This is an optimization exercise on Yosys and OpenROAD, whose aim is small area and a short achievable clock period, not a production implementation.
Only simulation tests tie the RTL to the original design; equivalence was not proved.
Power is estimated from default activity; no workload was simulated.

==> inputs of run R <==
Design equalizerTop, start of the top module:
module equalizerTop (
    input  logic S_AXI_ACLK,
    input  logic S_AXI_ARESETN,
    input  logic [5:0] S_AXI_AWADDR,
    input  logic S_AXI_AWVALID,
    output logic S_AXI_AWREADY,
    input  logic [31:0] S_AXI_WDATA,
    input  logic S_AXI_WVALID,
    output logic S_AXI_WREADY,
    output logic [1:0] S_AXI_BRESP,
    output logic S_AXI_BVALID,
    input  logic S_AXI_BREADY,
    input  logic [5:0] S_AXI_ARADDR,
    input  logic S_AXI_ARVALID,
    output logic S_AXI_ARREADY,
    output logic [31:0] S_AXI_RDATA,
    output logic [1:0] S_AXI_RRESP,
    output logic S_AXI_RVALID,
    input  logic S_AXI_RREADY,
    input  logic [207:0] bandIn,       
    input  logic bandValid,
    output logic [15:0] dacWord,
    output logic dacChannel,
    output logic dacValid
);
export LEC_CHECK = 0
export CAP_MARGIN = 20
export CORE_MARGIN = 2
export CORE_UTILIZATION = 60
export CTS_BUF_LIST = sky130_fd_sc_hd__clkbuf_8
export SLEW_MARGIN = 20
export SYNTH_HIERARCHICAL = 1
export SYNTH_MINIMUM_KEEP_SIZE = 0
create_clock -name core_clock -period 10.0 [get_ports {S_AXI_ACLK}]
standard.sh (not shown) runs the stock make flow with config.mk's settings and CLKGATE_MAP_FILE= SYNTH_SCRIPT=/design/flow/synth_recipe.tcl, a recipe that flattens the netlist after the stock synthesis.
==> flow/flow/run.sh <==
#!/bin/bash
set -euo pipefail
SETUP_MARGIN=6.1
bash standard.sh "SETUP_SLACK_MARGIN=${SETUP_MARGIN}" \
    "BUFFER_PORTS_ARGS=-buffer_cell sky130_fd_sc_hd__buf_2" \
    finish > standard.log 2>&1
==> run X: changes against run R <==
==> flow/flow/run.sh (replaced) <==
#!/bin/bash
set -euo pipefail
SETUP_MARGIN=6.3
bash standard.sh "SETUP_SLACK_MARGIN=${SETUP_MARGIN}" \
    "BUFFER_PORTS_ARGS=-buffer_cell sky130_fd_sc_hd__buf_2" \
    finish > standard.log 2>&1
- CTS_BUF_LIST: sky130_fd_sc_hd__clkbuf_8 -> not set
==> run M: changes against run R <==
==> flow/flow/run.sh (replaced) <==
#!/bin/bash
set -euo pipefail
SETUP_MARGIN=5.9
bash standard.sh "SETUP_SLACK_MARGIN=${SETUP_MARGIN}" \
    "BUFFER_PORTS_ARGS=-buffer_cell sky130_fd_sc_hd__buf_2" \
    finish > standard.log 2>&1
==> notes.md <==
status no timing/DRC/antenna violations; Nets 11,200; fraction of area in multi-input gates 0.698; R2R Setup Slk 5.91 ns; clock buffers about 140; crit-path max FO 1; Clk pwr share 0.257; Final period util 0.409; Sequential Area between 0.02 and 0.025 mm^2; initial DRC count 9,823; DR WL/cell 33.1 um; Buf/Inv on CP 2; Final WS setup 5.91 ns; most frequent cells in the layout 1,359 x a22oi_1, 1,350 x xor2_1, 940 x fa_1; Post-CTS Resized 412; grt met2 use 0.642; Worst path depth 10
That was run X.
==> notes.md <==
status no timing/DRC/antenna violations; Worst path depth 7; Clk pwr share 0.247; Post-CTS Resized 90; Nets 11,000; Buf/Inv on CP 1; crit-path max FO 8; initial antenna violation count 26; DR WL/cell 33.3 um; clock buffers 220; grt met2 use 0.658; initial DRC count 9,539; most frequent cells in the layout 1,565 x xor2_1, 1,552 x a22oi_1, 1,465 x fa_1; Sequential Area 0.0201 mm^2; R2R Setup Slk slightly below 6 ns; GPL Wtd Cong approximately 1.1
That was run M.
==> notes.md <==
Nets 11,000; Sequential Area roughly 0.020 mm^2; fraction of area in multi-input gates 0.710; worst skew pair latency 0.99 ns; DR WL/cell 33.0 um; number of max-cap violations 0; grt met2 use 0.651; clock buffers 215; R2R Setup Slk 5.89 ns; most frequent cells in the layout 1,516 x xor2_1, 1,504 x a22oi_1, 1,217 x fa_1; Final period util 0.411; Post-CTS Resized 162; clock root cell clkbuf_8; Worst path depth 10; status no timing/DRC/antenna violations
That was run R.

---

==> run a: inputs <==
equalizerTop, a different RTL version from the one above (not shown whole).
export LEC_CHECK = 0
export CAP_MARGIN = 20
export CORE_MARGIN = 2
export CORE_UTILIZATION = 60
export SLEW_MARGIN = 20
export SYNTH_HIERARCHICAL = 1
export SYNTH_MINIMUM_KEEP_SIZE = 0
create_clock -name core_clock -period 10.0 [get_ports {S_AXI_ACLK}]
==> flow/flow/run.sh <==
#!/bin/bash
set -euo pipefail
SETUP_MARGIN=6.2
bash standard.sh "SETUP_SLACK_MARGIN=${SETUP_MARGIN}" \
    finish > standard.log 2>&1
==> inputs of run b, as changes to run a <==
==> flow/flow/run.sh (replaced) <==
#!/bin/bash
set -euo pipefail
SETUP_MARGIN=6.2
bash standard.sh "SETUP_SLACK_MARGIN=${SETUP_MARGIN}" \
    "BUFFER_PORTS_ARGS=-buffer_cell sky130_fd_sc_hd__buf_2" \
    finish > standard.log 2>&1
==> results.tsv <==
stage	metric	value	unit
layout	seq_share	18.3	%
power_and_ir_drop	seq-power	4.90	mW
power_and_ir_drop	power.share.clock	24.3	%
status	status	no timing/DRC/antenna violations	
worst_setup_path	crit_chain	fa_1, fa_2, nor2_2, o211ai_1, o31a_1, maj3_4, fa_2, fa_1, fa_1	
worst_setup_path	critPathMaxFanout	2	
power_and_ir_drop	p_total	18.0	mW
layout	nClkBuffers	142	
layout	area_growth	11.9	%
layout	buffers	564	
worst_setup_path	cpMaxStageDelayCell	fa_1	
placed_design	dpl.cell_count	11000	
worst_setup_path	crit_type	register to register	
worst_setup_path	worst_r2r_endpoint	mixer.r2[3]	
detailed_routing	wl_per_cell	33.9	um
detailed_routing	wl_met1	140000	um
layout	multi_input_area_share	70.0	%
global_route	grt_pass1_wl	546000	um
The numbers above come from run b.

==> results.tsv <==
stage	metric	value	unit
power_and_ir_drop	power.share.clock	23.2	%
worst_setup_path	worst_r2r_endpoint	mixer.r1[251]	
worst_setup_path	cpMaxStageDelayCell	nor2_1	
layout	area_growth	13.5	%
placed_design	dpl.cell_count	11000	
worst_setup_path	critPathMaxFanout	8	
global_route	grt_pass1_wl	556000	um
layout	multi_input_area_share	69.8	%
detailed_routing	wl_met1	142000	um
layout	nClkBuffers	147	
layout	multi_input_gates	7036	
layout	seq_share	18.1	%
status	status	no timing/DRC/antenna violations	
power_and_ir_drop	p_total	18.4	mW
sta	fin_tns_setup	0	ns
worst_setup_path	crit_type	primary input to register	
layout	buffers	611	
clocking	cts_tree	yes	
power_and_ir_drop	combinationalPower	9.29	mW
worst_setup_path	crit_chain	buf_4, xnor2_2, nor2_1, fa_1, fa_2, fa_2	
power_and_ir_drop	seq-power	4.88	mW
detailed_routing	wl_per_cell	34.7	um
The numbers above come from run a.


---

==> inputs of v29 <==
Another version of the RTL of equalizerTop (not shown whole).
clock: 10.0 ns
lec_check: 0
cap_margin: 20
core_margin: 2
core_utilization: 60
cts_buf_list: sky130_fd_sc_hd__clkbuf_8
slew_margin: 20
synth_hierarchical: 1
synth_minimum_keep_size: 0
==> flow/flow/run.sh <==
#!/bin/bash
set -euo pipefail
SETUP_MARGIN=6.1
bash standard.sh "SETUP_SLACK_MARGIN=${SETUP_MARGIN}" \
    "BUFFER_PORTS_ARGS=-buffer_cell sky130_fd_sc_hd__buf_2" \
    finish > standard.log 2>&1
==> v38 (differences from v29) <==
==> flow/flow/run.sh (replaced) <==
#!/bin/bash
set -euo pipefail
SETUP_MARGIN=6.3
bash standard.sh "SETUP_SLACK_MARGIN=${SETUP_MARGIN}" \
    "BUFFER_PORTS_ARGS=-buffer_cell sky130_fd_sc_hd__buf_2" \
    finish > standard.log 2>&1
==> comparison <==
- v29 completed with no timing, DRC or antenna violations. v38 completed with no timing, DRC or antenna violations.
- Between v38 and v29, the lower register-to-register slack is in v38 (gap 150 ps).
- In sequential cell count, v38 and v29 do not differ.
- Area after synthesis is the same in v38 and v29.
- Between v29 and v38, the lower clock skew is in v29 (gap 25 ps).
- Cell count: v29 is smaller than v38 (2.6%).
- Synthesized cell count is the same in v29 and v38.
- Of v38 and v29, v38 has the higher non-clock buffer count (gap 266).
- Of v29 and v38, v38 has the higher worst hold slack (gap 6.1 ps).
- In die area, v29 and v38 do not differ.
- Critical path depth is the same in v29 and v38.

[port drivers added, routing unchanged]
Ports are ideal in the flow. The routed layouts listed here were re-timed in OpenROAD. Step 1: set_driving_cell puts a clkbuf_16 on S_AXI_ACLK and a buf_2 on each other input, an assumption about the parent block. Step 2 times the ports against the registers' clock, not the clock port: input delays grow and output delays shrink by t, the midpoint of the rising clock arrivals with the driver on. Three values: no drivers, after step 1, after step 2; two values: the first two.
run | t, ns | slack for setup (ns) | hold WS [ns]
run R | 1.054 | 5.887 / 5.887 / 4.998 | 0.429 / 0.429 / 0.429
run X | 0.877 | 5.913 / 5.913 / 5.307 | 0.425 / 0.425 / 0.425
run M | 1.098 | 5.722 / 5.795 / 4.697 | 0.449 / 0.449 / 0.449
run a | 0.875 | 5.784 / 5.802 / 4.981 | 0.440 / 0.440 / 0.440
run b | 0.899 | 5.867 / 5.867 / 5.115 | 0.443 / 0.443 / 0.443
v29 | 1.051 | 5.576 / 5.576 / 4.935 | 0.433 / 0.433 / 0.433
v38 | 1.075 | 5.428 / 5.428 / 5.153 | 0.439 / 0.439 / 0.439
After both steps every run listed still meets setup and hold. The setup slack of run M, which loses most, moves by +0.073 ns with the drivers and by -1.025 ns with both steps.
